This is an optimization exercise on Yosys and OpenROAD, whose aim is small area, a short achievable clock period and few clock cycles per item, not a production implementation.
Where RTL was checked, it was by simulation tests only, not by an equivalence proof against the original.
Function not checked in runs 1 to 3: the RTL went through the layout flow alone.
Power is estimated from default activity; no workload was simulated. The flow treats the clock pin as an ideal source, which a real chip does not have.

### config.mk
export PLATFORM = sky130hd
export DESIGN_NAME = card_marking_write_barrier
export DESIGN_NICKNAME = card_marking_write_barrier
export VERILOG_FILES = /design/flow/design.v
export SDC_FILE = /design/flow/constraint.sdc
export NUM_CORES = 4
export LEC_CHECK = 0
export CAP_MARGIN = 20
export CORE_MARGIN = 2
export CORE_UTILIZATION = 40
export SETUP_SLACK_MARGIN = 4.5
export SLEW_MARGIN = 20
### constraint.sdc
create_clock -name core_clock -period 7.5 [get_ports {clk_i}]
set_input_delay 1.5000 -clock core_clock [delete_from_list [all_inputs] [get_ports {clk_i}]]
set_output_delay 1.5000 -clock core_clock [all_outputs]
set_load 0.01 [all_outputs]
### design.v
`default_nettype none
package cmwb_pkg;
  localparam int unsigned BASE_W     = 48;
  localparam int unsigned LEN_W      = 49;
  localparam int unsigned TAG_W      = 16;
  localparam int unsigned MADDR_W    = 48;
  localparam int unsigned VIEW_W     = 32;
  localparam int unsigned CFG_DATA_W = 49;
  localparam int unsigned CFG_IDX_W  = 4;
  localparam int unsigned NUM_CNT    = 5;
  localparam logic [CFG_IDX_W-1:0] REG_TABLE_ACTIVE = 3'd0;
  localparam logic [CFG_IDX_W-1:0] REG_OLD_BASE     = 3'd1;
  localparam logic [CFG_IDX_W-1:0] REG_OLD_LENGTH   = 3'd2;
  localparam logic [CFG_IDX_W-1:0] REG_YOUNG_BASE   = 3'd3;
  localparam logic [CFG_IDX_W-1:0] REG_YOUNG_LENGTH = 3'd4;
  localparam logic [CFG_IDX_W-1:0] REG_OBJECT_TAG   = 3'd5;
  localparam logic [CFG_IDX_W-1:0] REG_STRING_TAG   = 3'd6;
  localparam logic [CFG_IDX_W-1:0] REG_BIGINT_TAG   = 3'd7;
  localparam logic [CFG_IDX_W-1:0] REG_CNT_FIRST    = 4'd8;
  localparam logic [2:0] VERDICT_NULL_HOLDER = 3'd0;
  localparam logic [2:0] VERDICT_NOT_PTR     = 3'd1;
  localparam logic [2:0] VERDICT_NOT_OLD     = 3'd2;
  localparam logic [2:0] VERDICT_NOT_YOUNG   = 3'd3;
  localparam logic [2:0] VERDICT_MARKED      = 3'd4;
  localparam int unsigned CNT_CALLS     = 0;
  localparam int unsigned CNT_NON_PTR   = 1;
  localparam int unsigned CNT_NON_OLD   = 2;
  localparam int unsigned CNT_NON_YOUNG = 3;
  localparam int unsigned CNT_MARKED    = 4;
  typedef struct packed {
    logic [63:0] holder_word;
    logic [63:0] stored_word;
  } in_word_t;
  typedef struct packed {
    logic [VIEW_W-1:0] calls_seen;
    logic [VIEW_W-1:0] non_pointer_seen;
    logic [VIEW_W-1:0] non_old_seen;
    logic [VIEW_W-1:0] non_young_seen;
    logic [VIEW_W-1:0] marked_seen;
  } counts_t;
  typedef struct packed {
    logic               mark;
    logic [MADDR_W-1:0] mark_address;
    logic [2:0]         verdict;
    logic [VIEW_W-1:0]  calls_seen;
    logic [VIEW_W-1:0]  non_pointer_seen;
    logic [VIEW_W-1:0]  non_old_seen;
    logic [VIEW_W-1:0]  non_young_seen;
    logic [VIEW_W-1:0]  marked_seen;
  } out_word_t;
  typedef struct packed {
    logic              table_active;
    logic [BASE_W-1:0] old_base;
    logic [LEN_W-1:0]  old_length;
    logic [BASE_W-1:0] young_base;
    logic [LEN_W-1:0]  young_length;
    logic [TAG_W-1:0]  object_tag;
    logic [TAG_W-1:0]  string_tag;
    logic [TAG_W-1:0]  bigint_tag;
  } cfg_t;
  typedef struct packed {
    logic [3:0] g;
    logic [3:0] p;
  } cmp_t;
  typedef struct packed {
    logic [3:0] holder_set;
    logic [3:0] payload_set;
    logic       tag_ok;
    cmp_t       old_ge;
    cmp_t       old_lt;
    cmp_t       young_ge;
    cmp_t       young_lt;
  } tests_t;
  typedef struct packed {
    logic       fire;
    logic [2:0] verdict;
  } cnt_evt_t;
endpackage
`default_nettype wire
`default_nettype none
module cmwb_cmp4 #(
  parameter int unsigned W = 48
) (
  input  logic [W-1:0] a_i,
  input  logic [W-1:0] b_i,
  output logic [3:0]   g_o,
  output logic [3:0]   p_o
);
  localparam int unsigned GW = (W + 3) / 4;
  localparam int unsigned N  = 1 << $clog2(GW);
  logic [4*GW-1:0] a, b;
  logic [N-1:0]    g, p;
  always_comb begin
    a = '0;
    b = '0;
    a[W-1:0] = a_i;
    b[W-1:0] = b_i;
    for (int k = 0; k < 4; k++) begin
      g = '0;
      p = '1;
      g[GW-1:0] = a[k*GW +: GW] & ~b[k*GW +: GW];
      p[GW-1:0] = a[k*GW +: GW] | ~b[k*GW +: GW];
      for (int w = N; w > 1; w = w / 2) begin
        for (int i = 0; i < w / 2; i++) begin
          g[i] = g[2*i+1] | (p[2*i+1] & g[2*i]);
          p[i] = p[2*i+1] & p[2*i];
        end
      end
      g_o[k] = g[0];
      p_o[k] = p[0];
    end
  end
endmodule
module cmwb_range (
  input  logic [47:0] x_i,
  input  logic [47:0] base_i,
  input  logic [48:0] len_i,
  output cmwb_pkg::cmp_t ge_o,
  output cmwb_pkg::cmp_t lt_o
);
  logic [49:0] b, l, nx, s, c;
  always_comb begin
    b  = {2'b00, base_i};
    l  = {1'b0, len_i};
    nx = ~{2'b00, x_i};
    s  = b ^ l ^ nx;
    c  = (b & l) | (b & nx) | (l & nx);
  end
  cmwb_cmp4 #(.W(51)) u_lt (
    .a_i({c, 1'b0}), .b_i({1'b0, ~s}), .g_o(lt_o.g), .p_o(lt_o.p)
  );
  cmwb_cmp4 #(.W(48)) u_ge (
    .a_i(x_i), .b_i(base_i), .g_o(ge_o.g), .p_o(ge_o.p)
  );
endmodule
module cmwb_classify_a (
  input  logic [47:0] holder_i,
  input  logic [15:0] tag_i,
  input  logic [47:0] payload_i,
  input  logic [47:0] old_base_i,
  input  logic [48:0] old_len_i,
  input  logic [47:0] young_base_i,
  input  logic [48:0] young_len_i,
  input  logic [2:0]  tag_set_i,
  input  logic [15:0] tag0_i,
  input  logic [15:0] tag1_i,
  input  logic [15:0] tag2_i,
  output cmwb_pkg::tests_t tests_o
);
  cmwb_range u_old (
    .x_i(holder_i), .base_i(old_base_i), .len_i(old_len_i),
    .ge_o(tests_o.old_ge), .lt_o(tests_o.old_lt)
  );
  cmwb_range u_young (
    .x_i(payload_i), .base_i(young_base_i), .len_i(young_len_i),
    .ge_o(tests_o.young_ge), .lt_o(tests_o.young_lt)
  );
  always_comb begin
    for (int k = 0; k < 4; k++) begin
      tests_o.holder_set[k]  = |holder_i[12*k +: 12];
      tests_o.payload_set[k] = |payload_i[12*k +: 12];
    end
    tests_o.tag_ok = (tag_i == '0) ||
                     (tag_set_i[0] && (tag_i == tag0_i)) ||
                     (tag_set_i[1] && (tag_i == tag1_i)) ||
                     (tag_set_i[2] && (tag_i == tag2_i));
  end
endmodule
module cmwb_classify_b (
  input  cmwb_pkg::tests_t tests_i,
  input  logic             active_i,
  input  logic             old_len_set_i,
  input  logic             young_len_set_i,
  output logic [2:0]       verdict_o
);
  logic holder_null, is_ptr, holder_old, ptr_young;
  logic old_ge, old_lt, young_ge, young_lt;
  function automatic logic gt4(input logic [7:0] c);
    gt4 = c[7] | c[3] & (c[6] | c[2] & (c[5] | c[1] & c[4]));
  endfunction
  always_comb begin
    old_ge      = gt4(tests_i.old_ge) || (&tests_i.old_ge.p);
    old_lt      = gt4(tests_i.old_lt);
    young_ge    = gt4(tests_i.young_ge) || (&tests_i.young_ge.p);
    young_lt    = gt4(tests_i.young_lt);
    holder_null = !(|tests_i.holder_set);
    is_ptr      = (|tests_i.payload_set) && tests_i.tag_ok;
    holder_old  = old_len_set_i && old_ge && old_lt;
    ptr_young   = young_len_set_i && young_ge && young_lt;
    if (holder_null) begin
      verdict_o = cmwb_pkg::VERDICT_NULL_HOLDER;
    end else if (!is_ptr) begin
      verdict_o = cmwb_pkg::VERDICT_NOT_PTR;
    end else if (!active_i || !holder_old) begin
      verdict_o = cmwb_pkg::VERDICT_NOT_OLD;
    end else if (!ptr_young) begin
      verdict_o = cmwb_pkg::VERDICT_NOT_YOUNG;
    end else begin
      verdict_o = cmwb_pkg::VERDICT_MARKED;
    end
  end
endmodule
`default_nettype wire
`default_nettype none
module cmwb_counters (
  input  logic        clk_i,
  input  logic        rst_ni,
  input  logic        fire_i,
  input  logic [2:0]  verdict_i,
  input  logic        cfg_we_i,
  input  logic [4:0]  load_i,
  input  logic [31:0] load_data_i,
  output logic [4:0][31:0] cnt_o
);
  logic [31:0] cnt_q [5];
  logic [4:0]  zero_q;
  logic [4:0]  hit;
  logic [4:0]  en;
  logic [31:0] data;
  logic [31:0] ones [5];
  logic [7:0]  grp  [5];
  logic [8:0]  carry [5];
  logic [31:0] next [5];
  always_comb begin
    hit[cmwb_pkg::CNT_CALLS]     = 1'b1;
    hit[cmwb_pkg::CNT_NON_PTR]   = (verdict_i == cmwb_pkg::VERDICT_NOT_PTR);
    hit[cmwb_pkg::CNT_NON_OLD]   = (verdict_i == cmwb_pkg::VERDICT_NOT_OLD);
    hit[cmwb_pkg::CNT_NON_YOUNG] = (verdict_i == cmwb_pkg::VERDICT_NOT_YOUNG);
    hit[cmwb_pkg::CNT_MARKED]    = (verdict_i == cmwb_pkg::VERDICT_MARKED);
  end
  assign data = cfg_we_i ? load_data_i : '0;
  always_comb begin
    for (int i = 0; i < 5; i++) begin
      for (int k = 0; k < 8; k++) grp[i][k] = &cnt_q[i][4*k +: 4];
      carry[i][0] = 1'b1;
      for (int k = 1; k < 9; k++) carry[i][k] = carry[i][k-1] & grp[i][k-1];
      for (int k = 0; k < 8; k++) begin
        ones[i][4*k] = carry[i][k];
        for (int j = 1; j < 4; j++) ones[i][4*k+j] = ones[i][4*k+j-1] & cnt_q[i][4*k+j-1];
      end
      en[i] = load_i[i] || (fire_i && (hit[i] || zero_q[i]));
      if (load_i[i] || zero_q[i]) next[i] = {data[31:1], load_i[i] ? data[0] : hit[i]};
      else                        next[i] = cnt_q[i] ^ ones[i];
    end
  end
  always_ff @(posedge clk_i or negedge rst_ni) begin
    if (!rst_ni) begin
      zero_q <= '1;
    end else begin
      for (int i = 0; i < 5; i++) begin
        if (load_i[i] || fire_i) zero_q[i] <= 1'b0;
      end
    end
  end
  always_ff @(posedge clk_i) begin
    for (int i = 0; i < 5; i++) begin
      if (en[i]) cnt_q[i] <= next[i];
    end
  end
  always_comb for (int i = 0; i < 5; i++) cnt_o[i] = cnt_q[i];
endmodule
`default_nettype wire
`default_nettype none
module card_marking_write_barrier #(
  parameter int unsigned ADDR_BITS  = 48,
  parameter int unsigned COUNT_BITS = 32
) (
  input  logic                              clk_i,
  input  logic                              rst_ni,
  input  logic                              cfg_we_i,
  input  logic [cmwb_pkg::CFG_IDX_W-1:0]    cfg_index_i,
  input  logic [cmwb_pkg::CFG_DATA_W-1:0]   cfg_data_i,
  input  logic                              in_valid_i,
  output logic                              in_stall_o,
  input  cmwb_pkg::in_word_t                in_data_i,
  output logic                              out_valid_o,
  input  logic                              out_stall_i,
  output cmwb_pkg::out_word_t               out_data_o
);
  logic        active_q;
  logic [47:0] old_base_q, young_base_q;
  logic [48:0] old_len_q, young_len_q;
  logic        old_len_set_q, young_len_set_q;
  logic [15:0] tag0_q, tag1_q, tag2_q;
  logic [2:0]  tag_set_q;
  logic              a_valid_q;
  cmwb_pkg::tests_t  a_tests_q;
  logic [47:0]       a_holder_q;
  logic        o_valid_q;
  logic [2:0]  o_verdict_q;
  logic [47:0] o_addr_q;
  logic              o_load, a_load, accept;
  cmwb_pkg::tests_t  tests;
  logic [2:0]        verdict;
  logic [4:0]        cnt_load;
  logic [4:0][31:0]  cnt;
  assign o_load     = !o_valid_q || !out_stall_i;
  assign a_load     = !a_valid_q || o_load;
  assign in_stall_o = out_stall_i;
  assign accept     = in_valid_i && !out_stall_i;
  always_ff @(posedge clk_i or negedge rst_ni) begin
    if (!rst_ni) begin
      active_q        <= 1'b0;
      old_base_q      <= '0;
      young_base_q    <= '0;
      old_len_set_q   <= 1'b0;
      young_len_set_q <= 1'b0;
      tag_set_q       <= '0;
    end else if (cfg_we_i) begin
      case (cfg_index_i)
        4'd0: active_q        <= cfg_data_i[0];
        4'd1: old_base_q      <= cfg_data_i[47:0];
        4'd2: old_len_set_q   <= 1'b1;
        4'd3: young_base_q    <= cfg_data_i[47:0];
        4'd4: young_len_set_q <= 1'b1;
        4'd5: tag_set_q[0]    <= 1'b1;
        4'd6: tag_set_q[1]    <= 1'b1;
        4'd7: tag_set_q[2]    <= 1'b1;
        default: ;
      endcase
    end
  end
  always_ff @(posedge clk_i) begin
    if (cfg_we_i) begin
      case (cfg_index_i)
        4'd2: old_len_q   <= cfg_data_i[48:0];
        4'd4: young_len_q <= cfg_data_i[48:0];
        4'd5: tag0_q      <= cfg_data_i[15:0];
        4'd6: tag1_q      <= cfg_data_i[15:0];
        4'd7: tag2_q      <= cfg_data_i[15:0];
        default: ;
      endcase
    end
  end
  always_ff @(posedge clk_i or negedge rst_ni) begin
    if (!rst_ni) begin
      a_valid_q <= 1'b0;
      o_valid_q <= 1'b0;
    end else begin
      if (a_load) a_valid_q <= accept;
      if (o_load) o_valid_q <= a_valid_q;
    end
  end
  always_ff @(posedge clk_i) begin
    if (a_load) begin
      a_tests_q  <= tests;
      a_holder_q <= in_data_i.holder_word[47:0];
    end
    if (o_load) begin
      o_verdict_q <= verdict;
      o_addr_q    <= (verdict == cmwb_pkg::VERDICT_MARKED) ? a_holder_q : '0;
    end
  end
  cmwb_classify_a u_classify_a (
    .holder_i    (in_data_i.holder_word[47:0]),
    .tag_i       (in_data_i.stored_word[63:48]),
    .payload_i   (in_data_i.stored_word[47:0]),
    .old_base_i  (old_base_q),
    .old_len_i   (old_len_q),
    .young_base_i(young_base_q),
    .young_len_i (young_len_q),
    .tag_set_i   (tag_set_q),
    .tag0_i      (tag0_q),
    .tag1_i      (tag1_q),
    .tag2_i      (tag2_q),
    .tests_o     (tests)
  );
  cmwb_classify_b u_classify_b (
    .tests_i        (a_tests_q),
    .active_i       (active_q),
    .old_len_set_i  (old_len_set_q),
    .young_len_set_i(young_len_set_q),
    .verdict_o      (verdict)
  );
  always_comb begin
    for (int i = 0; i < 5; i++) begin
      cnt_load[i] = cfg_we_i && (cfg_index_i == 4'(8 + i));
    end
  end
  cmwb_counters u_counters (
    .clk_i      (clk_i),
    .rst_ni     (rst_ni),
    .fire_i     (a_valid_q && o_load),
    .cfg_we_i   (cfg_we_i),
    .verdict_i  (verdict),
    .load_i     (cnt_load),
    .load_data_i(cfg_data_i[31:0]),
    .cnt_o      (cnt)
  );
  assign out_valid_o                 = o_valid_q;
  assign out_data_o.mark             = o_verdict_q[2];
  assign out_data_o.mark_address     = o_addr_q;
  assign out_data_o.verdict          = o_verdict_q;
  assign out_data_o.calls_seen       = cnt[cmwb_pkg::CNT_CALLS];
  assign out_data_o.non_pointer_seen = cnt[cmwb_pkg::CNT_NON_PTR];
  assign out_data_o.non_old_seen     = cnt[cmwb_pkg::CNT_NON_OLD];
  assign out_data_o.non_young_seen   = cnt[cmwb_pkg::CNT_NON_YOUNG];
  assign out_data_o.marked_seen      = cnt[cmwb_pkg::CNT_MARKED];
endmodule
`default_nettype wire
### flow/run.sh
#!/bin/bash
# The standard layout, with plain buffers on the ports, without the delay
# cells as buffers, and a clock tree of smaller buffers without dummy loads;
# every tool's output goes to standard.log and ORFS's logs
set -uo pipefail
DU="sky130_fd_sc_hd__probe_p_8 sky130_fd_sc_hd__probec_p_8 sky130_fd_sc_hd__lpflow_*"
DU="$DU sky130_fd_sc_hd__clkdlybuf4s* sky130_fd_sc_hd__dlygate* sky130_fd_sc_hd__dlymetal*"
CTS="-sink_clustering_enable -repair_clock_nets -dont_use_dummy_load"
CTS="$CTS -buf_list {sky130_fd_sc_hd__clkbuf_4 sky130_fd_sc_hd__clkbuf_8} -sink_clustering_size 20"
bash standard.sh "DONT_USE_CELLS=$DU" \
  "BUFFER_PORTS_ARGS=-buffer_cell sky130_fd_sc_hd__buf_1" \
  "CTS_ARGS=$CTS" finish > standard.log 2>&1
### standard.sh
#!/bin/bash
# synth_recipe.tcl (not shown) runs the flow's synth.tcl, then flattens the netlist and writes it again
# the make line also repeats each setting of config.mk as NAME=value (left out here)
make -C /OpenROAD-flow-scripts/flow DESIGN_CONFIG=/design/flow/config.mk WORK_HOME=/design/flow/orfs CLKGATE_MAP_FILE= SYNTH_SCRIPT=/design/flow/synth_recipe.tcl "${@:-finish}"
==> impl_metrics.tcl, run 1 <==
set metrics [dict create \
    outcome "finished clean" \
    io_pins 400 \
    layout-drive-gt1-share_pct 13.15 \
    maximum_number_of_pins_on_one_net_before_global_route_repair 61 \
    synth.mux.area_fraction_pct 3.849 \
    slew_headroom_pct 33.79 \
    globalRouteTotalUtil_pct 22.71 \
    synthesis.yosys.warnings 12 \
    ys_seq_area_share_pct 56.61 \
    timing_worst_slew_pin_value_ps 993.2 \
    ctsHtreeMaxLevel 3 \
    synth-edff-count 444 \
    tritoncts.num_buffers 100 \
    cts_tree "yes" \
    worst_r2r_path_depth 10 \
    first_global_vias 20350 \
    synth-adder-area-share_pct 13.54 \
    critical_path.startpoint_type "primary input" \
    synth.cell_area_um2 28380 \
    routed_wl_um 84330 \
    floorplan.die_area_um2 73100 \
    synth.top_cell.area_share_pct 46.98 \
    max_cap_violations 0 \
    drt_iter0_drc 1468 \
    cellLeakagePower_uw 0.01307 \
    fin_worst_hold_slack_ps 477.6 \
    ys_ff_latch 553 \
    worst_setup_hold_path_clk_slew_ps 50 \
    crit-reg2reg-launch "u_counters.cnt_q[4][0]" \
    worst_ep_arrival_time_ps 1700 \
    report.final.hold_viol_count 0 \
    die_width_um 270.4 \
    num-nets-final 3166 \
    placementRows 97 \
    synth-async-reset-ratio_pct 19.71 \
    grt_use_met3_pct 4.934 \
    crit_start "out_stall_i" \
    busiest_layer "met2" \
    worstHoldStart "tag_set_q[0]" \
    holdCritPathClass "reg2reg" \
    totalNegativeSetupSlack_ps 0 \
    synth.largest_area_cell "sky130_fd_sc_hd__edfxtp_1" \
    later_pin_clock_latency_in_the_skew_report_ps 700 \
    route.detailed.drc 0 \
    met2_usage_pct 36.96 \
    max_freq_mhz 312.2 \
    gp_routability_congestion 0.9360 \
    timing.final.max_slew_violations 0 \
    residual_antenna_violating_net_count_after_detailed_routing 0 \
    path_cells "buf_12, buf_6" \
    compound_gate_portion_of_the_synthesized_area_pct 8.746 \
    pre_repair_dr_iteration_count 6 \
    setup_viol 0 \
    critPathKind "in2out" \
    leading_cell_types_in_the_layout_fill_and_taps_excluded "sky130_fd_sc_hd__edfxtp_1, sky130_fd_sc_hd__buf_1, sky130_fd_sc_hd__inv_1, sky130_fd_sc_hd__nand2_1, sky130_fd_sc_hd__o21ai_0" \
    critPathMaxStageDelay_ps 110 \
    postSynthAreaPerCell_um2 12.45 \
    timing.critical_path.required_ps 6000 \
    overflow 0 \
    end_kind "output pin" \
    timing.hold.worst_endpoint "tag_set_q[0]" \
    yosys.area_share.simple_pct 10.42 \
    globalRouteMet1Util_pct 29.52 \
    placement.cell_area_um2 31110 \
    regToRegEndpoint "u_counters.cnt_q[4][30]" \
    netlist_top_cells_area "sky130_fd_sc_hd__edfxtp_1, sky130_fd_sc_hd__dfrtp_1, sky130_fd_sc_hd__fa_1" \
    final.setup_skew_ps 89.90 \
    detail_route.wl_per_cell_um 22.72 \
    worst_ir_drop_vdd_mv 0.1279 \
    layout_commonest_cell "sky130_fd_sc_hd__edfxtp_1" \
    power_density_cells_nw_per_um2 229.9 \
    hold-path-cell-count 1 \
    place.detailed.hpwl_um 60580 \
    final.min_clock_period_ps 3203 \
    combinational_family_with_the_most_area_after_synthesis "adder cells" \
    crit_path_max_fanout 2 \
    syn_to_final_growth_pct 16.60 \
    grt_pass1_wl_um 125400 \
    synth-xor-area-share_pct 2.716 \
    postSynthNetCount 2675 \
    worst_path_max_delay_cell "sky130_fd_sc_hd__buf_6" \
    buffer_ports.inserted 383 \
    numClockSinks 553 \
    dieHeight_um 270.4 \
    cp_top_family "buffers and inverters" \
    route.vias.total 19950 \
    cts.path.max_buffers 3 \
    synthDistinctLibCells 72 \
    r2r_setup_slack_ps 4650 \
    synth_flop_cell "sky130_fd_sc_hd__edfxtp_1" \
    cp_num_buf_inv 2 \
    cts_root_buf "sky130_fd_sc_hd__clkbuf_8" \
    finalCritPeriodShare_pct 42.71 \
    rsz0062_at_grt "true" \
    initial_antenna_violation_count 6 \
    core_region_area_um2 70150 \
    fin_area_um2 33090 \
    floorplan.initialDensity_pct 40.46 \
    vias_per_cell 5.373 \
    postSynthCellCount 2280 \
]
==> final cells by class <==
cell class / count / area [µm²]
antenna: 3 / 7.507
clock buffer: 100 / 1376
fill: 6481 / 37060
inverter: 247 / 949.7
multi-input combinational: 1435 / 11650
sequential: 553 / 16070
tap: 940 / 1176
timing repair buffer: 434 / 1872
==> worst max-delay path by stage <==
| stage | end | slack, ps | cells past startpoint |
|---|---|---|---|
| after floorplan | old_len_q[0] | 3950 | 4 |
| after global placement | old_base_q[47] | 2890 | 6 |
| after detailed placement | old_base_q[47] | 2760 | 6 |
| after CTS | in_stall_o | 4300 | 2 |
| after global routing | in_stall_o | 4290 | 2 |
| final | in_stall_o | 4300 | 2 |
==> cells in the mapped netlist, drive strengths merged (12+ instances only) <==
master,instances
a21oi,49
and2,50
buf,20
clkbuf,33
dfrtp,104
edfxtp,444
fa,94
ha,115
inv,247
maj3,50
mux2,97
nand2,239
nand2b,40
nand3,25
nand4,37
nor2,63
nor2b,32
nor3,23
nor4,49
o21ai,183
o221ai,14
o22ai,33
o2bb2ai,12
or2,13
xnor2,40
xor2,48
==> logic make-up (layout without fill, tap and decap cells) <==
family	after synthesis	count (layout)
simple gates	593	595
flops	553	553
compound gates	390	396
buf+inv	300	781
fa+ha+maj	259	259
mux	97	97
xor+xnor	88	88
other cells	0	3
==> per-layer routing <==
layer  wire (µm)  share of wire, %
met1       35230                42
met2       40510                48
met3        5598               6.6
met4        2959               3.5
met5          27             0.032
==> sequential cells by signal (all words and copies together) (netlist names) <==
name	flops
active_q	1
old_base_q	48
young_base_q	48
o_verdict_q	3
u_counters.zero_q	5
young_len_q	49
o_addr_q	48
a_tests_q	39
o_valid_q	1
tag1_q	16
young_len_set_q	1
a_holder_q	48
u_counters.cnt_q	160
tag_set_q	3
tag2_q	16
old_len_q	49
a_valid_q	1
old_len_set_q	1
tag0_q	16
==> metrics by stage <==
step	setup WS, ps	instances	total power [µW]	utilization (%)
floorplan	3953	2280	4803	-
detailed placement	2765	3574	5314	44.35
finish	4297	3712	7609	47.18
global placement	2894	3574	5256	44.34
global route	4294	3712	8023	47.18
CTS	4297	3690	7657	46.71
==> power by group <==
part	switching (µW)	internal, µW
sequential	178	3610
combinational	880	638
clock	1140	1160
total	2200	5410
==> repair_timing <==
| item | in CTS | in global routing |
|---|---|---|
| setup endpoints to repair | 411 | 279 |
| cloned | 6 | 2 |
| endpoints found under the hold margin | 0 | 0 |
| hold buffers | 0 | 0 |
| resized for setup | 35 | 41 |
| buffers inserted | 10 | 15 |
| pin swaps | 7 | 15 |
==> run 2: changes to the inputs <==
--- a/design.v
+++ b/design.v
@@ -89,3 +89,3 @@
   localparam int unsigned GW = (W + 3) / 4;
-  localparam int unsigned N  = 1 << $clog2(GW);
+  localparam int unsigned N  = 16;   
   logic [4*GW-1:0] a, b;
--- a/flow/run.sh
+++ b/flow/run.sh
@@ -8,3 +8,3 @@
 CTS="-sink_clustering_enable -repair_clock_nets -dont_use_dummy_load"
-CTS="$CTS -buf_list {sky130_fd_sc_hd__clkbuf_4 sky130_fd_sc_hd__clkbuf_8} -sink_clustering_size 20"
+CTS="$CTS -buf_list {sky130_fd_sc_hd__clkbuf_8 sky130_fd_sc_hd__clkbuf_16} -sink_clustering_size 30 -sink_clustering_max_diameter 150"
 bash standard.sh "DONT_USE_CELLS=$DU" \
--- a/config.mk
+++ b/config.mk
@@ -10,3 +10,3 @@
 export CORE_UTILIZATION = 40
-export SETUP_SLACK_MARGIN = 4.5
+export SETUP_SLACK_MARGIN = 4.3
 export SLEW_MARGIN = 20
==> run 2 against run 1 <==
Compared with the run above: still clean on timing, DRC and antenna; clock-buffer cell count is 78 lower; fmax is 0.11% lower; wire length is 4.1% lower; register-to-register slack worse by 120 ps; sequential share of layout area is 1.8 points higher; combinational power is 3% lower; clock power is 36% lower; setup slack worse by 3.5 ps; clock skew is 43 ps lower; global-route usage is 0.80 points lower; first-iteration DRC count is 3.6% lower; critical path type unchanged.
==> impl_metrics.tcl, run 2 <==
set metrics [dict create \
    outcome "finished clean" \
    postSynthCellCount 2280 \
    path_cells "buf_12, buf_6" \
    routed_wl_um 80900 \
    num-nets-final 3068 \
    end_kind "output pin" \
    floorplan.initialDensity_pct 40.46 \
    overflow 0 \
    synth_most_common_cell "sky130_fd_sc_hd__edfxtp_1" \
    worst_ep_arrival_time_ps 1710 \
    holdBufCountCts 0 \
    io_pins 400 \
    layout-drive-gt1-share_pct 9.023 \
    rsz0062_at_grt "true" \
    postSynthNetCount 2675 \
    largest_reg_flops 160 \
    detail_route.wl_per_cell_um 22.38 \
    postSynthAreaPerCell_um2 12.45 \
    fin_area_um2 31930 \
    drt_iter0_drc 1415 \
    residual_antenna_violating_net_count_after_detailed_routing 0 \
    first_global_vias 19600 \
    maximum_number_of_pins_on_one_net_before_global_route_repair 59 \
    later_pin_clock_latency_in_the_skew_report_ps 610 \
    ys_ff_latch 553 \
    ys_seq_area_share_pct 56.61 \
    leading_cell_types_in_the_layout_fill_and_taps_excluded "sky130_fd_sc_hd__edfxtp_1, sky130_fd_sc_hd__buf_1, sky130_fd_sc_hd__inv_1, sky130_fd_sc_hd__nand2_1, sky130_fd_sc_hd__o21ai_0" \
    initial_antenna_violation_count 5 \
    route.detailed.drc 0 \
    totalNegativeSetupSlack_ps 0 \
    synth-edff-count 444 \
    dieHeight_um 270.4 \
    synth.top_cell.area_share_pct 46.98 \
    largestRegisters "u_counters.cnt_q x160, old_len_q x49, young_len_q x49" \
    grt_pass1_wl_um 122300 \
    die_width_um 270.4 \
    route.vias.total 19380 \
    synth-async-reset-ratio_pct 19.71 \
    globalRouteTotalUtil_pct 21.92 \
    worst_setup_hold_path_clk_slew_ps 120 \
    max_flop_register "u_counters.cnt_q" \
    netlist_top_cells_area "sky130_fd_sc_hd__edfxtp_1, sky130_fd_sc_hd__dfrtp_1, sky130_fd_sc_hd__fa_1" \
    fin_worst_hold_slack_ps 499.8 \
    setup_viol 0 \
    vias_per_cell 5.361 \
    gp_routability_congestion 0.9486 \
    synthDistinctLibCells 72 \
    synth_flop_cell "sky130_fd_sc_hd__edfxtp_1" \
    ctsHtreeMaxLevel 1 \
    cts_root_buf "sky130_fd_sc_hd__clkbuf_16" \
    report.final.hold_viol_count 0 \
    syn_to_final_growth_pct 12.51 \
    synthesis.yosys.warnings 12 \
    timing.critical_path.required_ps 6000 \
    slew_headroom_pct 29.61 \
    cts.path.max_buffers 3 \
    pre_repair_dr_iteration_count 6 \
    post_synth_most_frequent_cells "sky130_fd_sc_hd__edfxtp_1, sky130_fd_sc_hd__inv_1, sky130_fd_sc_hd__nand2_1" \
    timing_worst_slew_pin_value_ps 1056 \
    max_freq_mhz 311.8 \
    critical_path.startpoint_type "primary input" \
    cp_num_buf_inv 2 \
    place.detailed.hpwl_um 60350 \
    crit_path_max_fanout 3 \
    critPathKind "in2out" \
    final.setup_skew_ps 47.32 \
    timing.final.max_slew_violations 0 \
    synth.largest_area_cell "sky130_fd_sc_hd__edfxtp_1" \
    max_cap_violations 0 \
    worst_ir_drop_vdd_mv 0.1469 \
    finalCritPeriodShare_pct 42.76 \
    critPathMaxStageDelay_ps 110 \
    placement.cell_area_um2 31090 \
    cellLeakagePower_uw 0.01246 \
    tritoncts.num_buffers 22 \
    synth.cell_area_um2 28380 \
    layout_commonest_cell "sky130_fd_sc_hd__edfxtp_1" \
    holdCritPathClass "reg2reg" \
    worst_path_max_delay_cell "sky130_fd_sc_hd__buf_6" \
    final.min_clock_period_ps 3207 \
    cp_top_family "buffers and inverters" \
    buffer_ports.inserted 383 \
    placementRows 97 \
    floorplan.die_area_um2 73100 \
    core_region_area_um2 70150 \
    cts_tree "yes" \
    power_density_cells_nw_per_um2 210.4 \
    numClockSinks 553 \
]
## run 2: cell types whose count changed in the layout (fill, tap and decap cells not counted), moves of 5 or more
cell / before / now
sky130_fd_sc_hd__clkbuf_2: 11 / 3
sky130_fd_sc_hd__clkbuf_16: 0 / 22
sky130_fd_sc_hd__buf_4: 8 / 2
sky130_fd_sc_hd__buf_6: 9 / 4
sky130_fd_sc_hd__buf_1: 383 / 392
sky130_fd_sc_hd__clkbuf_8: 100 / 0
sky130_fd_sc_hd__clkbuf_4: 1 / 7
sky130_fd_sc_hd__buf_2: 15 / 4
## run 2: cells by family after synthesis
family / Yosys count / share of synthesized area (%)
buffers and inverters: 300 / 4.117
flip-flops: 553 / 56.61
XOR/XNOR: 88 / 2.716
AO/OA/AOI/OAI: 390 / 8.746
adder cells (fa/ha/maj): 259 / 13.54
AND/OR/NAND/NOR: 593 / 10.42
multiplexers: 97 / 3.849
## run 2: per-stage QoR
step           power (µW)  std cells  setup WS, ps  utilization, %
3_5_place_dp         5303       3575          2762           44.32
6_report             6719       3615          4293           45.52
5_1_grt              7086       3612          4239           45.51
3_3_place_gp         5253       3574          2873           44.28
2_1_floorplan        4797       2280          3953               -
4_1_cts              6776       3605          4253           45.35
## run 2: timing repair
action                                  CTS  global route
setup buffers                             5             4
gates cloned                              3             0
pin swaps                                 3             0
resized for setup                        23            10
endpoints found under the setup margin  336           103
## run 2: per-layer routing
layer	vias to the layer above	track usage (%)	routed length (µm)	part of all wire, %
met5	-	0	35	0.043
met4	6	7.473	3045	3.8
met3	137	2.996	4313	5.3
met2	562	36.49	38680	48
met1	9723	29.48	34830	43
li1	8951	-	-	-
## run 2: cell type report
class                           instances  area [µm²]
Fill cell                            6607       38220
Antenna cell                            4       10.01
Sequential cell                       553       16070
Multi-Input combinational cell       1430       11440
Tap cell                              940        1176
Inverter                              247       927.1
Clock buffer                           22       550.5
Timing Repair Buffer                  419        1762
## run 2: power breakdown
part           internal, µW  switching (µW)
registers              3600             182
clock network           533             936
logic                   615             855
total                  4750            1970
## run 2: path summary, 6_finish.rpt
check,from,endpoint,slack [ps],cells past startpoint
worst min-delay path,tag_set_q[1],tag_set_q[1],500,1
min in group asynchronous,rst_ni,young_base_q[44],1020,1
max in group asynchronous,rst_ni,old_base_q[39],4920,2
worst min register to register,tag_set_q[1],tag_set_q[1],500,1
worst max register to register,a_tests_q[8],o_addr_q[34],4530,7
worst max-delay path,out_stall_i,in_stall_o,4290,2
==> run 3: changes to the inputs <==
--- a/design.v
+++ b/design.v
@@ -60,14 +60,21 @@
   } cfg_t;
+  localparam int unsigned LT_GROUPS = 4;
+  localparam int unsigned GE_GROUPS = 2;
+  localparam int unsigned NZ_GROUPS = 2;
   typedef struct packed {
-    logic [3:0] g;
-    logic [3:0] p;
-  } cmp_t;
+    logic [LT_GROUPS-1:0] g;
+    logic [LT_GROUPS-1:0] p;
+  } cmp_lt_t;
   typedef struct packed {
-    logic [3:0] holder_set;
-    logic [3:0] payload_set;
-    logic       tag_ok;
-    cmp_t       old_ge;
-    cmp_t       old_lt;
-    cmp_t       young_ge;
-    cmp_t       young_lt;
+    logic [GE_GROUPS-1:0] g;
+    logic [GE_GROUPS-1:0] p;
+  } cmp_ge_t;
+  typedef struct packed {
+    logic [NZ_GROUPS-1:0] holder_set;
+    logic [NZ_GROUPS-1:0] payload_set;
+    logic                 tag_ok;
+    cmp_ge_t              old_ge;
+    cmp_lt_t              old_lt;
+    cmp_ge_t              young_ge;
+    cmp_lt_t              young_lt;
   } tests_t;
@@ -80,4 +87,5 @@
 `default_nettype none
-module cmwb_cmp4 #(
-  parameter int unsigned W = 48
+module cmwb_cmpg #(
+  parameter int unsigned W = 48,
+  parameter int unsigned G = 4
 ) (
@@ -85,8 +93,8 @@
   input  logic [W-1:0] b_i,
-  output logic [3:0]   g_o,
-  output logic [3:0]   p_o
+  output logic [G-1:0] g_o,
+  output logic [G-1:0] p_o
 );
-  localparam int unsigned GW = (W + 3) / 4;
-  localparam int unsigned N  = 16;   
-  logic [4*GW-1:0] a, b;
+  localparam int unsigned GW = (W + G - 1) / G;
+  localparam int unsigned N  = 32;   
+  logic [G*GW-1:0] a, b;
   logic [N-1:0]    g, p;
@@ -97,3 +105,3 @@
     b[W-1:0] = b_i;
-    for (int k = 0; k < 4; k++) begin
+    for (int k = 0; k < G; k++) begin
       g = '0;
@@ -117,4 +125,4 @@
   input  logic [48:0] len_i,
-  output cmwb_pkg::cmp_t ge_o,
-  output cmwb_pkg::cmp_t lt_o
+  output cmwb_pkg::cmp_ge_t ge_o,
+  output cmwb_pkg::cmp_lt_t lt_o
 );
@@ -128,6 +136,6 @@
   end
-  cmwb_cmp4 #(.W(51)) u_lt (
+  cmwb_cmpg #(.W(51), .G(cmwb_pkg::LT_GROUPS)) u_lt (
     .a_i({c, 1'b0}), .b_i({1'b0, ~s}), .g_o(lt_o.g), .p_o(lt_o.p)
   );
-  cmwb_cmp4 #(.W(48)) u_ge (
+  cmwb_cmpg #(.W(48), .G(cmwb_pkg::GE_GROUPS)) u_ge (
     .a_i(x_i), .b_i(base_i), .g_o(ge_o.g), .p_o(ge_o.p)
@@ -158,5 +166,5 @@
   always_comb begin
-    for (int k = 0; k < 4; k++) begin
-      tests_o.holder_set[k]  = |holder_i[12*k +: 12];
-      tests_o.payload_set[k] = |payload_i[12*k +: 12];
+    for (int k = 0; k < cmwb_pkg::NZ_GROUPS; k++) begin
+      tests_o.holder_set[k]  = |holder_i[k*(48/cmwb_pkg::NZ_GROUPS) +: 48/cmwb_pkg::NZ_GROUPS];
+      tests_o.payload_set[k] = |payload_i[k*(48/cmwb_pkg::NZ_GROUPS) +: 48/cmwb_pkg::NZ_GROUPS];
     end
@@ -177,10 +185,15 @@
   logic old_ge, old_lt, young_ge, young_lt;
-  function automatic logic gt4(input logic [7:0] c);
-    gt4 = c[7] | c[3] & (c[6] | c[2] & (c[5] | c[1] & c[4]));
+  function automatic logic gt_lt(input cmwb_pkg::cmp_lt_t c);
+    gt_lt = 1'b0;
+    for (int k = 0; k < cmwb_pkg::LT_GROUPS; k++) gt_lt = c.g[k] | c.p[k] & gt_lt;
+  endfunction
+  function automatic logic ge_ge(input cmwb_pkg::cmp_ge_t c);
+    ge_ge = 1'b1;
+    for (int k = 0; k < cmwb_pkg::GE_GROUPS; k++) ge_ge = c.g[k] | c.p[k] & ge_ge;
   endfunction
   always_comb begin
-    old_ge      = gt4(tests_i.old_ge) || (&tests_i.old_ge.p);
-    old_lt      = gt4(tests_i.old_lt);
-    young_ge    = gt4(tests_i.young_ge) || (&tests_i.young_ge.p);
-    young_lt    = gt4(tests_i.young_lt);
+    old_ge      = ge_ge(tests_i.old_ge);
+    old_lt      = gt_lt(tests_i.old_lt);
+    young_ge    = ge_ge(tests_i.young_ge);
+    young_lt    = gt_lt(tests_i.young_lt);
     holder_null = !(|tests_i.holder_set);
--- a/flow/run.sh
+++ b/flow/run.sh
@@ -8,3 +8,3 @@
 CTS="-sink_clustering_enable -repair_clock_nets -dont_use_dummy_load"
-CTS="$CTS -buf_list {sky130_fd_sc_hd__clkbuf_8 sky130_fd_sc_hd__clkbuf_16} -sink_clustering_size 30 -sink_clustering_max_diameter 150"
+CTS="$CTS -buf_list {sky130_fd_sc_hd__clkbuf_8 sky130_fd_sc_hd__clkbuf_16} -sink_clustering_size 22 -sink_clustering_max_diameter 100"
 bash standard.sh "DONT_USE_CELLS=$DU" \
==> run 3 against run 2 <==
Compared with the run above: still clean; first-iteration DRC count rose by 21%; wire length up 1.4%; clock power is 24% higher; core utilization is 0.35 points higher; clock-buffer cell count increased by 13; setup slack got worse by 110 ps; register-to-register slack got worse by 40 ps; via count rose by 0.19%; combinational power down 5%; design area down 1.6%; largest cell class unchanged.
==> impl_metrics.tcl, run 3 <==
set metrics [dict create \
    place.detailed.hpwl_um 60970 \
    leading_cell_types_in_the_layout_fill_and_taps_excluded "sky130_fd_sc_hd__edfxtp_1, sky130_fd_sc_hd__buf_1, sky130_fd_sc_hd__nand2_1, sky130_fd_sc_hd__inv_1, sky130_fd_sc_hd__o21ai_0" \
    num-nets-final 3084 \
    end_kind "flip-flop" \
    synth-async-reset-ratio_pct 20.15 \
    synth.top_cell.area_share_pct 47.06 \
    total_switching_power_uw 2012 \
    max_flop_register "u_counters.cnt_q" \
    layout-drive-gt1-share_pct 5.917 \
    finalCoreUtilization_pct 45.87 \
    rsz0062_at_grt "true" \
    outcome "finished clean" \
    io_pins 400 \
    cellLeakagePower_uw 0.01237 \
    synth_most_common_cell "sky130_fd_sc_hd__edfxtp_1" \
    ctsHtreeMaxLevel 2 \
    maximum_number_of_pins_on_one_net_before_global_route_repair 75 \
    synth.largest_area_cell "sky130_fd_sc_hd__edfxtp_1" \
    report.final.hold_viol_count 0 \
    placement.cell_area_um2 30230 \
    fin_worst_hold_slack_ps 469.3 \
    final.min_clock_period_ps 3314 \
    gp_routability_congestion 0.9180 \
    power_density_cells_nw_per_um2 219.8 \
    cts_root_buf "sky130_fd_sc_hd__clkbuf_16" \
    critical_path.startpoint_type "primary input" \
    core_region_area_um2 68470 \
    max_cap_violations 0 \
    timing_worst_slew_pin_value_ps 1049 \
    cp_top_family "simple AND/OR/NAND/NOR gates" \
    post_synth_most_frequent_cells "sky130_fd_sc_hd__edfxtp_1, sky130_fd_sc_hd__nand2_1, sky130_fd_sc_hd__inv_1" \
    vias_per_cell 5.437 \
    postSynthCellCount 2275 \
    cp_num_buf_inv 2 \
    critPathMaxStageDelay_ps 670 \
    worst_path_max_delay_cell "sky130_fd_sc_hd__a31oi_4" \
    holdCritPathClass "reg2reg" \
    fin_area_um2 31410 \
    route.detailed.drc 0 \
    netlist_top_cells_area "sky130_fd_sc_hd__edfxtp_1, sky130_fd_sc_hd__dfrtp_1, sky130_fd_sc_hd__fa_1" \
    layout_commonest_cell "sky130_fd_sc_hd__edfxtp_1" \
    cts.path.max_buffers 3 \
    worst_setup_hold_path_clk_slew_ps 80 \
    ys_ff_latch 541 \
    synth.cell_area_um2 27570 \
    numClockSinks 541 \
    holdBufCountCts 0 \
    timing.critical_path.required_ps 7820 \
    power_frac_clock_pct 26.4 \
    route.vias.total 19420 \
    worst_ep_arrival_time_ps 3630 \
    timing.final.max_slew_violations 0 \
    syn_to_final_growth_pct 13.92 \
    grt_pass1_wl_um 119200 \
    floorplan.initialDensity_pct 40.26 \
    placementRows 96 \
    synth_flop_cell "sky130_fd_sc_hd__edfxtp_1" \
    totalNegativeSetupSlack_ps 0 \
    finalPower_uw 6903 \
    p_comb_share_pct 20.3 \
    tritoncts.num_buffers 35 \
    postSynthAreaPerCell_um2 12.12 \
    buffer_ports.inserted 383 \
    residual_antenna_violating_net_count_after_detailed_routing 0 \
    synthDistinctLibCells 71 \
    initial_antenna_violation_count 6 \
    drt_iter0_drc 1718 \
    power.share.sequential_pct 53.3 \
    worst_ir_drop_vdd_mv 0.1185 \
    synthesis.yosys.warnings 12 \
    die_width_um 266.5 \
    path_cells "buf_1, nor2b_2, and2_1, a31oi_4, nor2b_1, a21oi_4, buf_4" \
    largest_reg_flops 160 \
    final.setup_skew_ps 45.49 \
    overflow 0 \
    critPathKind "in2reg" \
    synth-edff-count 432 \
    cell_internal_pwr_uw 4891 \
    later_pin_clock_latency_in_the_skew_report_ps 570 \
    cts_tree "yes" \
    postSynthNetCount 2670 \
    slew_headroom_pct 30.08 \
    sw_ratio_pct 29.14 \
    routed_wl_um 82060 \
    detail_route.wl_per_cell_um 22.98 \
    globalRouteTotalUtil_pct 22.63 \
    ys_seq_area_share_pct 56.97 \
    pre_repair_dr_iteration_count 6 \
    floorplan.die_area_um2 71040 \
    setup_viol 0 \
    largestRegisters "u_counters.cnt_q x160, old_len_q x49, young_len_q x49" \
    dieHeight_um 266.5 \
    crit_path_max_fanout 36 \
    first_global_vias 19210 \
    finalCritPeriodShare_pct 44.18 \
    max_freq_mhz 301.8 \
]
## run 3: per-layer routing
layer / GRT usage (%) / vias up / part of all wire, %
met1: 30.40 / 9663 / 42
met5: 0 / - / 0.039
met3: 3.321 / 155 / 6.1
met4: 8.473 / 6 / 4.0
met2: 37.25 / 633 / 48
li1: - / 8958 / -
## run 3: power groups by stage
stage | clock network, µW | logic, µW | registers (µW)
final | 1820 | 1400 | 3680
after global routing | 1980 | 1550 | 3710
after CTS | 1880 | 1390 | 3680
after detailed placement | 0 | 1370 | 3750
after global placement | 0 | 1330 | 3740
after floorplan | 0 | 885 | 3720
## run 3: through the flow
step	std cells	setup slack, ps
after floorplan	2275	3992
after global placement	3509	2898
after detailed placement	3510	2861
after CTS	3551	4039
after global routing	3569	4047
final	3571	4186
## run 3: cells by family after synthesis
family                     count (synthesis)  share of synthesized area (%)
and+or+nand+nor                          590                          10.22
DFF                                      541                          56.97
AOI/OAI and AO/OA                        424                          9.504
buffers and inverters                    318                          4.362
adders and majority gates                253                          13.66
xor gates and xnor gates                  88                          2.796
muxes                                     61                          2.487
## run 3: what timing repair did
item                                    CTS  global route
gates resized for setup                  19            15
pin swaps                                11             9
endpoints found under the setup margin  442           200
setup buffers                             2            15
cloned                                    4             2
## run 3: worst paths after layout
kind                                      start                       to  slack, ps  depth (start not counted)
worst max-delay path             cfg_index_i[2]   u_counters.cnt_q[3][3]       4190                          7
worst min-delay path            young_len_set_q          young_len_set_q        470                          1
worst max register to register     a_tests_q[1]  u_counters.cnt_q[4][26]       4490                          7
worst min register to register  young_len_set_q          young_len_set_q        470                          1
max in group asynchronous                rst_ni          young_base_q[0]       5260                          2
min in group asynchronous                rst_ni         young_base_q[41]        930                          1
## run 3: cell type report
class                      instances  area, µm²
inverter                         261      984.7
sequential                       541      15710
antenna                            2      5.005
tap                              882       1104
clock buffer                      35      875.8
multi-input combinational       1422      10970
fill                            6357      37060
timing repair buffer             428       1764
==> run 4: changes to the inputs <==
--- a/design.v
+++ b/design.v
@@ -220,5 +220,5 @@
   input  logic        rst_ni,
+  input  logic        busy_i,
   input  logic        fire_i,
   input  logic [2:0]  verdict_i,
-  input  logic        cfg_we_i,
   input  logic [4:0]  load_i,
@@ -243,3 +243,3 @@
   end
-  assign data = cfg_we_i ? load_data_i : '0;
+  assign data = busy_i ? '0 : load_data_i;
   always_comb begin
@@ -254,4 +254,4 @@
       en[i] = load_i[i] || (fire_i && (hit[i] || zero_q[i]));
-      if (load_i[i] || zero_q[i]) next[i] = {data[31:1], load_i[i] ? data[0] : hit[i]};
-      else                        next[i] = cnt_q[i] ^ ones[i];
+      if (!busy_i || zero_q[i]) next[i] = {data[31:1], busy_i ? hit[i] : data[0]};
+      else                      next[i] = cnt_q[i] ^ ones[i];
     end
@@ -395,4 +395,4 @@
     .rst_ni     (rst_ni),
+    .busy_i     (a_valid_q),
     .fire_i     (a_valid_q && o_load),
-    .cfg_we_i   (cfg_we_i),
     .verdict_i  (verdict),
--- a/config.mk
+++ b/config.mk
@@ -9,3 +9,3 @@
 export CORE_MARGIN = 2
-export CORE_UTILIZATION = 40
+export CORE_UTILIZATION = 65
 export SETUP_SLACK_MARGIN = 4.3
==> run 4 against run 3 <==
Compared with the run above: die area is 38% lower; wire length is 14% lower; area after synthesis is 0.74% lower; design area is 3.2% lower; register-to-register slack worse by 220 ps; clock power is 14% lower; worst hold slack better by 13 ps; core utilization is 27 points higher; critical endpoint is now u_counters.cnt_q[4][8].
==> impl_metrics.tcl, run 4 <==
set metrics [dict create \
    placementRows 75 \
    route.detailed.drc 0 \
    floorplan.initialDensity_pct 65.53 \
    synth-async-reset-ratio_pct 20.15 \
    pre_repair_dr_iteration_count 8 \
    crit_start "a_tests_q[13]" \
    worstSetupEndpoint "u_counters.cnt_q[4][8]" \
    synth-edff-count 432 \
    fin_worst_hold_slack_ps 482.0 \
    cts_root_buf "sky130_fd_sc_hd__clkbuf_16" \
    residual_antenna_violating_net_count_after_detailed_routing 0 \
    route.vias.total 18760 \
    power_density_cells_nw_per_um2 221.3 \
    initial_antenna_violation_count 10 \
    dieHeight_um 209.2 \
    end_kind "flip-flop" \
    synth_flop_cell "sky130_fd_sc_hd__edfxtp_1" \
    io_pins 400 \
    numClockSinks 541 \
    holdCritPathClass "reg2reg" \
    slew_headroom_pct 27.19 \
    maximum_number_of_pins_on_one_net_before_global_route_repair 63 \
    largest_reg_flops 160 \
    timing.critical_path.required_ps 7710 \
    synth.cell_area_um2 27360 \
    rsz0062_at_grt "true" \
    syn_to_final_growth_pct 11.11 \
    critPathKind "reg2reg" \
    leading_cell_types_in_the_layout_fill_and_taps_excluded "sky130_fd_sc_hd__edfxtp_1, sky130_fd_sc_hd__buf_1, sky130_fd_sc_hd__inv_1, sky130_fd_sc_hd__a21o_1, sky130_fd_sc_hd__ha_1" \
    layout_commonest_cell "sky130_fd_sc_hd__edfxtp_1" \
    synth.largest_area_cell "sky130_fd_sc_hd__edfxtp_1" \
    netlist_top_cells_area "sky130_fd_sc_hd__edfxtp_1, sky130_fd_sc_hd__dfrtp_1, sky130_fd_sc_hd__fa_1" \
    num-nets-final 2908 \
    routed_wl_um 70710 \
    worst_ir_drop_vdd_mv 0.2007 \
    floorplan.die_area_um2 43760 \
    outcome "finished clean" \
    worst_ep_arrival_time_ps 3450 \
    timing.final.max_slew_violations 0 \
    report.final.hold_viol_count 0 \
    max_freq_mhz 309.3 \
    core_region_area_um2 41760 \
    setup_viol 0 \
    worst_r2r_path_depth 7 \
    timing_worst_slew_pin_value_ps 1088 \
    gp_routability_congestion 0.9336 \
    postSynthAreaPerCell_um2 12.97 \
    buffer_ports.inserted 383 \
    later_pin_clock_latency_in_the_skew_report_ps 590 \
    crit-reg2reg-launch "a_tests_q[13]" \
    tritoncts.num_buffers 28 \
    cts.path.max_buffers 3 \
    detail_route.wl_per_cell_um 23.13 \
    r2r_setup_slack_ps 4270 \
    largestRegisters "u_counters.cnt_q x160, old_len_q x49, young_len_q x49" \
    totalNegativeSetupSlack_ps 0 \
    synth_most_common_cell "sky130_fd_sc_hd__edfxtp_1" \
    overflow 0 \
    final.setup_skew_ps 30.36 \
    ctsHtreeMaxLevel 1 \
    globalRouteTotalUtil_pct 32.46 \
    worst_setup_hold_path_clk_slew_ps 90 \
    critical_path.startpoint_type "flip-flop" \
    vias_per_cell 6.138 \
    finalPower_uw 6728 \
    finalCritPeriodShare_pct 43.11 \
    post_synth_most_frequent_cells "sky130_fd_sc_hd__edfxtp_1, sky130_fd_sc_hd__inv_1, sky130_fd_sc_hd__a21o_1" \
    nFillCells 2944 \
    synthDistinctLibCells 64 \
    final.min_clock_period_ps 3233 \
    regToRegEndpoint "u_counters.cnt_q[4][8]" \
    ys_seq_area_share_pct 57.40 \
    cellLeakagePower_uw 0.01214 \
    postSynthCellCount 2110 \
    crit_path_max_fanout 32 \
    layout-drive-gt1-share_pct 4.739 \
    cts_tree "yes" \
    first_global_vias 18640 \
    postSynthNetCount 2505 \
    ys_ff_latch 541 \
    drt_iter0_drc 1882 \
    max_cap_violations 0 \
    max_flop_register "u_counters.cnt_q" \
    die_width_um 209.2 \
    grt_pass1_wl_um 107100 \
    synthesis.yosys.warnings 12 \
    holdBufCountCts 0 \
    place.detailed.hpwl_um 53890 \
    synth.top_cell.area_share_pct 47.41 \
]
-- run 4: changes by cell type after synthesis, moves of 20 or more --
cell / change
sky130_fd_sc_hd__a21o_1: +114
sky130_fd_sc_hd__clkbuf_1: -26
sky130_fd_sc_hd__nand2_1: -191
sky130_fd_sc_hd__nor2b_1: +34
sky130_fd_sc_hd__o21ai_0: -77
sky130_fd_sc_hd__o21ai_1: -20
sky130_fd_sc_hd__xnor2_1: +40
sky130_fd_sc_hd__xor2_1: -40
-- run 4: layout make-up --
cell class,instances,area (µm²),share of cell area [%]
Inverter,251,944.7,3.107
Timing Repair Buffer,411,1632,5.366
Sequential cell,541,15710,51.66
Clock buffer,28,700.7,2.305
Tap cell,539,674.4,2.218
Antenna cell,7,17.52,0.05761
Multi-Input combinational cell,1280,10730,35.29
-- run 4: worst max-delay path, cell delays in order, from the launching register on --
cell and delay [ps]:
sky130_fd_sc_hd__edfxtp_1 340, sky130_fd_sc_hd__a21o_1 160, sky130_fd_sc_hd__a21o_1 120, sky130_fd_sc_hd__a21oi_1 70
sky130_fd_sc_hd__nor2_1 310, sky130_fd_sc_hd__and3_1 790, sky130_fd_sc_hd__nor2_1 180, sky130_fd_sc_hd__o21ai_4 900
-- run 4: worst min path at each step --
stage                       from            to  slack, ps  depth (start not counted)
floorplan           tag_set_q[2]  tag_set_q[2]        440                          1
global placement    tag_set_q[0]  tag_set_q[0]        450                          1
detailed placement  tag_set_q[2]  tag_set_q[2]        460                          1
CTS                 tag_set_q[2]  tag_set_q[2]        480                          1
global route        tag_set_q[1]  tag_set_q[1]        500                          1
finish              tag_set_q[2]  tag_set_q[2]        480                          1
-- run 4: routing by layer --
| layer | vias to the layer above | share of wire [%] | global-route usage, % |
|---|---|---|---|
| met3 | 144 | 7.6 | 5.591 |
| met5 | - | 0.055 | 0 |
| met4 | 6 | 3.7 | 10.71 |
| met1 | 9379 | 40 | 44.06 |
| li1 | 8442 | - | - |
| met2 | 793 | 49 | 53.93 |
-- run 4: where the power goes --
part           switching, µW  internal [µW]
Clock                    909            665
Sequential               172           3530
Combinational            867            587
-- run 4: metrics by stage --
| step | worst slack (ps) | instances | area (µm²) | util, % |
|---|---|---|---|---|
| final | 4267 | 3057 | 30400 | 72.81 |
| after global placement | 3463 | 3018 | 29560 | 70.79 |
| after CTS | 4171 | 3047 | 30300 | 72.56 |
| after floorplan | 3992 | 2110 | 27490 | - |
| after global routing | 4085 | 3056 | 30400 | 72.80 |
| after detailed placement | 3361 | 3019 | 29580 | 70.83 |
-- run 4: timing repair --
action                                 CTS  global route
buffers inserted                         0             2
gates resized for setup                 13            18
pin swaps                                8             7
endpoints found under the hold margin    0             0
setup endpoints to repair              222           230
-- run 4: cells by family (layout without fill, tap and decap cells) --
group                      after synthesis  in the layout  share of synthesized area, %
DFF                                    541            541                         57.40
and+or+nand+nor                        443            443                         8.624
AOI/OAI and AO/OA                      428            428                         10.59
buffers and inverters                  289            690                         4.010
adders and majority gates              260            260                         14.05
xor gates and xnor gates                88             88                         2.817
muxes                                   61             61                         2.510
other                                    0              7                             0
Testbench counts of run 4, summed over its fixed seeds: cycles 16,016, items 16,000.
==> run 5: changes to the inputs <==
--- a/config.mk
+++ b/config.mk
@@ -9,3 +9,3 @@
 export CORE_MARGIN = 2
-export CORE_UTILIZATION = 65
+export CORE_UTILIZATION = 50
 export SETUP_SLACK_MARGIN = 4.3
==> run 5 against run 4 <==
Compared with the run above: still clean; critical path depth shrank 5; register-to-register slack improved by 220 ps; power hardly changed; final cell count up 5.5%; area after synthesis unchanged; sequential share of layout area fell by 0.55 points; clock-buffer cell count unchanged; critical endpoint is now in_stall_o.
==> impl_metrics.tcl, run 5 <==
set metrics [dict create \
    top_layer_used "met5" \
    critPathKind "in2out" \
    cp_top_family "buffers and inverters" \
    routed_wl_um 74680 \
    initial_antenna_violation_count 15 \
    fin_worst_hold_slack_ps 478.0 \
    synth.largest_area_cell "sky130_fd_sc_hd__edfxtp_1" \
    vias_per_cell 5.708 \
    finalPower_uw 6732 \
    cellLeakagePower_uw 0.01220 \
    gp_routability_congestion 0.8850 \
    cts_root_buf "sky130_fd_sc_hd__clkbuf_16" \
    route.vias.total 18410 \
    report.final.hold_viol_count 0 \
    worst_ep_arrival_time_ps 1890 \
    timing_worst_slew_pin_value_ps 1044 \
    max_flop_register "u_counters.cnt_q" \
    synthesis.yosys.warnings 12 \
    ys_seq_area_share_pct 57.40 \
    synthDistinctLibCells 64 \
    detail_route.wl_per_cell_um 23.15 \
    final.min_clock_period_ps 3393 \
    first_global_vias 18220 \
    ys_ff_latch 541 \
    globalRouteTotalUtil_pct 26.00 \
    worst_path_max_delay_cell "sky130_fd_sc_hd__buf_2" \
    end_kind "output pin" \
    power_density_cells_nw_per_um2 219.1 \
    postSynthCellCount 2110 \
    critPathMaxStageDelay_ps 220 \
    synth-edff-count 432 \
    dieHeight_um 237.9 \
    slew_headroom_pct 30.40 \
    instances_no_fill 3226 \
    worstSetupEndpoint "in_stall_o" \
    residual_antenna_violating_net_count_after_detailed_routing 0 \
    crit_start "out_stall_i" \
    overflow 0 \
    largestRegisters "u_counters.cnt_q x160, old_len_q x49, young_len_q x49" \
    floorplan.die_area_um2 56620 \
    postSynthAreaPerCell_um2 12.97 \
    num-nets-final 2917 \
    io_pins 400 \
    routed-wl-met2_um 35300 \
    holdCritPathClass "reg2reg" \
    later_pin_clock_latency_in_the_skew_report_ps 600 \
    syn_to_final_growth_pct 12.30 \
    buffer_ports.inserted 383 \
    ctsHtreeMaxLevel 1 \
    die_width_um 237.9 \
    max_freq_mhz 294.7 \
    tritoncts.num_buffers 28 \
    outcome "finished clean" \
    drt_iter0_drc 1482 \
    numClockSinks 541 \
    max_cap_violations 0 \
    synth_most_common_cell "sky130_fd_sc_hd__edfxtp_1" \
    wl_met1_um 32390 \
    floorplan.initialDensity_pct 50.75 \
    route.detailed.drc 0 \
    cts.path.max_buffers 3 \
    holdBufCountCts 0 \
    numPlacedInstances 3176 \
    pre_repair_dr_iteration_count 6 \
    timing.final.max_slew_violations 0 \
    critical_path.startpoint_type "primary input" \
    placementRows 85 \
    wl_met3_um 5193 \
    layout-drive-gt1-share_pct 5.159 \
    cp_num_buf_inv 2 \
    worst_r2r_path_depth 9 \
    synth-async-reset-ratio_pct 20.15 \
    postSynthNetCount 2505 \
    leading_cell_types_in_the_layout_fill_and_taps_excluded "sky130_fd_sc_hd__edfxtp_1, sky130_fd_sc_hd__buf_1, sky130_fd_sc_hd__inv_1, sky130_fd_sc_hd__a21o_1, sky130_fd_sc_hd__ha_1" \
    maximum_number_of_pins_on_one_net_before_global_route_repair 57 \
    r2r_setup_slack_ps 4490 \
    rsz0062_at_grt "true" \
    layout_commonest_cell "sky130_fd_sc_hd__edfxtp_1" \
    regToRegEndpoint "u_counters.cnt_q[1][30]" \
    worst_setup_hold_path_clk_slew_ps 90 \
    setup_viol 0 \
    crit_path_max_fanout 4 \
    crit_cells 2 \
    totalNegativeSetupSlack_ps 0 \
    path_cells "buf_2, clkbuf_2" \
    crit-reg2reg-launch "u_counters.cnt_q[1][0]" \
    synth.cell_area_um2 27360 \
    largest_reg_flops 160 \
    synth_flop_cell "sky130_fd_sc_hd__edfxtp_1" \
    post_synth_most_frequent_cells "sky130_fd_sc_hd__edfxtp_1, sky130_fd_sc_hd__inv_1, sky130_fd_sc_hd__a21o_1" \
    core_region_area_um2 53920 \
    netlist_top_cells_area "sky130_fd_sc_hd__edfxtp_1, sky130_fd_sc_hd__dfrtp_1, sky130_fd_sc_hd__fa_1" \
    final.setup_skew_ps 17.67 \
    cts_tree "yes" \
    timing.critical_path.required_ps 6000 \
    place.detailed.hpwl_um 56550 \
    worst_ir_drop_vdd_mv 0.1657 \
    synth.top_cell.area_share_pct 47.41 \
    finalCritPeriodShare_pct 45.24 \
    grt_pass1_wl_um 110900 \
]
[run 5: how the worst min path moves through the flow]
| stage | start | slack (ps) | cells after the start | endpoint |
|---|---|---|---|---|
| after floorplan | tag_set_q[2] | 440 | 1 | tag_set_q[2] |
| after global placement | tag_set_q[1] | 450 | 1 | tag_set_q[1] |
| after detailed placement | old_len_set_q | 460 | 1 | old_len_set_q |
| after CTS | tag_set_q[1] | 480 | 1 | tag_set_q[1] |
| after global routing | tag_set_q[1] | 490 | 1 | tag_set_q[1] |
| final | old_len_set_q | 480 | 1 | old_len_set_q |
[run 5: worst register-to-register path: cells and delay by family (launching register included)]
kind / cells / cell delay (ps)
AND/OR/NAND/NOR: 4 / 1380
adder cells (fa/ha/maj): 4 / 820
flip-flops: 1 / 430
AO/OA/AOI/OAI: 1 / 150
[run 5: what timing repair did]
item	4_1_cts	5_1_grt
pin swaps	2	9
gates cloned	1	1
endpoints found under the setup margin	260	161
buffers inserted	0	7
resized for setup	8	15
[run 5: cell type report]
cell class	count	area (µm²)
Multi-Input combinational cell	1282	10770
Antenna cell	10	25.02
Fill cell	4550	23190
Timing Repair Buffer	418	1712
Tap cell	696	870.8
Inverter	251	942.2
Clock buffer	28	700.7
Sequential cell	541	15710
[run 5: metrics by stage]
| step | util (%) | area [µm²] | worst slack (ps) |
|---|---|---|---|
| 3_3_place_gp | 55.20 | 29760 | 3476 |
| 5_1_grt | 56.99 | 30730 | 4099 |
| 4_1_cts | 56.56 | 30500 | 4110 |
| 2_1_floorplan | - | 27490 | 3992 |
| 6_report | 56.99 | 30730 | 4107 |
| 3_5_place_dp | 55.20 | 29760 | 3377 |
[run 5: kinds of logic (layout without fill, tap and decap cells)]
| group | count (synthesis) | after routing | synth area share, % |
|---|---|---|---|
| compound gates | 428 | 429 | 10.59 |
| xor+xnor | 88 | 88 | 2.817 |
| fa+ha+maj | 260 | 260 | 14.05 |
| buf+inv | 289 | 697 | 4.010 |
| flops | 541 | 541 | 57.40 |
| mux | 61 | 61 | 2.510 |
| other cells | 0 | 10 | 0 |
| simple gates | 443 | 444 | 8.624 |
[run 5: where the power goes]
part / switching [µW] / total, µW / internal, µW
sequential: 167 / 3690 / 3530
clock: 923 / 1590 / 664
combinational: 862 / 1450 / 589
[run 5: metal layers]
layer / up-vias / GRT usage (%)
met3: 89 / 4.824
met2: 576 / 42.52
met4: 8 / 5.927
met5: - / 0
met1: 9258 / 36.35
li1: 8483 / -
==> run 6: changes to the inputs <==
--- a/config.mk
+++ b/config.mk
@@ -9,3 +9,3 @@
 export CORE_MARGIN = 2
-export CORE_UTILIZATION = 50
+export CORE_UTILIZATION = 40
 export SETUP_SLACK_MARGIN = 4.3
==> run 6 against run 5 <==
Compared with the run above: combinational power about the same; die area grew 25%; setup slack better by 130 ps; power rose by 1.1%.
==> impl_metrics.tcl, run 6 <==
set metrics [dict create \
    outcome "finished clean" \
    globalRouteTotalUtil_pct 21.96 \
    multi_input_area_um2 10830 \
    later_pin_clock_latency_in_the_skew_report_ps 630 \
    first_global_vias 18910 \
    ys_ff_latch 541 \
    max_cap_violations 0 \
    timing.final.max_slew_violations 0 \
    placementRows 95 \
    holdCritPathClass "reg2reg" \
    route.vias.total 18230 \
    overflow 0 \
    timing.hold.worst_endpoint "tag_set_q[2]" \
    netlist_top_cells_area "sky130_fd_sc_hd__edfxtp_1, sky130_fd_sc_hd__dfrtp_1, sky130_fd_sc_hd__fa_1" \
    worst_ep_arrival_time_ps 3590 \
    critical_path.startpoint_type "primary input" \
    numPlacedInstances 3351 \
    detail_route.wl_per_cell_um 22.98 \
    postSynthNetCount 2505 \
    finalCoreUtilization_pct 45.92 \
    residual_antenna_violating_net_count_after_detailed_routing 0 \
    io_pins 400 \
    power_density_cells_nw_per_um2 219.9 \
    layout_commonest_cell "sky130_fd_sc_hd__edfxtp_1" \
    critPathKind "in2reg" \
    instances_no_fill 3391 \
    synth_most_common_cell "sky130_fd_sc_hd__edfxtp_1" \
    path_cells "buf_4, fa_1, inv_1, a2bb2oi_2, a222oi_1, o221ai_1, a222oi_1, nor2_1, a2111o_1" \
    pre_repair_dr_iteration_count 5 \
    largest_reg_flops 160 \
    timing_worst_slew_pin_value_ps 1136 \
    num-nets-final 2911 \
    floorplan.initialDensity_pct 40.60 \
    synth.top_cell.area_share_pct 47.41 \
    worst_ir_drop_vdd_mv 0.1747 \
    cts_root_buf "sky130_fd_sc_hd__clkbuf_16" \
    worstHoldStart "tag_set_q[2]" \
    synth-edff-count 432 \
    rsz0062_at_grt "true" \
    cp_num_buf_inv 2 \
    timing.critical_path.required_ps 7820 \
    setup_viol 0 \
    synth-async-reset-ratio_pct 20.15 \
    post_synth_most_frequent_cells "sky130_fd_sc_hd__edfxtp_1, sky130_fd_sc_hd__inv_1, sky130_fd_sc_hd__a21o_1" \
    totalNegativeSetupSlack_ps 0 \
    ys_seq_area_share_pct 57.40 \
    vias_per_cell 5.377 \
    r2r_setup_slack_ps 4510 \
    layout-drive-gt1-share_pct 5.489 \
]
run 6: how the worst max path moves through the flow:
stage,from,endpoint,slack [ps],cells after the start
3_3_place_gp,out_stall_i,u_counters.cnt_q[1][9],3440,4
4_1_cts,in_data_i[41],a_tests_q[7],4230,9
5_1_grt,in_data_i[41],a_tests_q[7],4130,9
6_report,in_data_i[41],a_tests_q[7],4230,9
3_5_place_dp,out_stall_i,u_counters.cnt_q[2][28],3360,4
2_1_floorplan,in_data_i[41],a_tests_q[7],3990,8
run 6: kinds of logic (layout without fill, tap and decap cells):
kind of cell,Yosys count,in the layout
DFF,541,541
AOI/OAI and AO/OA,428,431
other,0,4
and+or+nand+nor,443,443
muxes,61,61
xor gates and xnor gates,88,88
adders and majority gates,260,260
buffers and inverters,289,690
run 6: timing repair:
item | 4_1_cts | 5_1_grt
gates resized for setup | 26 | 17
gates cloned | 3 | 0
pin swaps | 11 | 8
setup endpoints to repair | 250 | 77
buffers inserted | 3 | 1
run 6: where the power goes:
| part | leakage [µW] | internal (µW) | switching, µW |
|---|---|---|---|
| logic | 0.00640 | 593 | 877 |
| registers | 0.00545 | 3530 | 175 |
| clock network | 0.000357 | 686 | 948 |
| total | 0.0122 | 4810 | 2000 |
run 6: worst reg2reg max path, cell delays in order, from the launching register on:
cell and delay, ps:
sky130_fd_sc_hd__dfrtp_1 910, sky130_fd_sc_hd__buf_2 480, sky130_fd_sc_hd__nand2_2 400, sky130_fd_sc_hd__nand2_2 800
run 6: stage by stage:
step                hold WS, ps  power [µW]  worst slack [ps]  cell area (µm²)
floorplan                 439.2        4695              3992            27490
global placement          451.2        5158              3439            29980
detailed placement        456.3        5216              3356            30000
CTS                       479.0        6847              4228            30860
global route              500.3        7159              4130            30950
finish                    477.7        6807              4234            30950
run 6: metal layers:
layer	vias up	global-route usage (%)	routed length [µm]
met3	114	3.749	4829
met2	559	37.29	37740
li1	8458	-	-
met4	12	6.322	2205
met1	9091	28.95	33070
met5	-	0	69
run 6: area by class of cell:
cell class / count / share of cell area [%]
flip-flops and latches: 541 / 50.75
well taps: 873 / 3.529
diodes: 4 / 0.03234
inverters: 251 / 3.052
repair buffers: 410 / 5.304
multi-input cells: 1283 / 34.99
clock buffers: 29 / 2.345

==> re-timing with driven ports <==
The results above use ideal ports. As a check the final layouts listed here were re-extracted and re-timed, cells and wires unchanged. Step 1 assumes that a clkbuf_16 drives the clock port and a buf_2 every other input. Step 2, shift: input delay + t, output delay - t, t = (earliest + latest rising clock arrival at the registers) / 2. This alone moves slack from input paths to output paths. Slacks: ideal / step 1 / step 2; pairs: ideal / step 1.
run	t, ns	slack for setup (ns)
run 1	0.722	4.297 / 4.248 / 3.705
run 2	0.639	4.293 / 4.239 / 3.668
run 3	0.614	4.186 / 4.148 / 3.534
run 4	0.636	4.267 / 4.225 / 3.656
run 5	0.647	4.107 / 4.087 / 3.684
run 6	0.667	4.234 / 4.247 / 3.604
After both steps setup and hold are still met in every run listed.
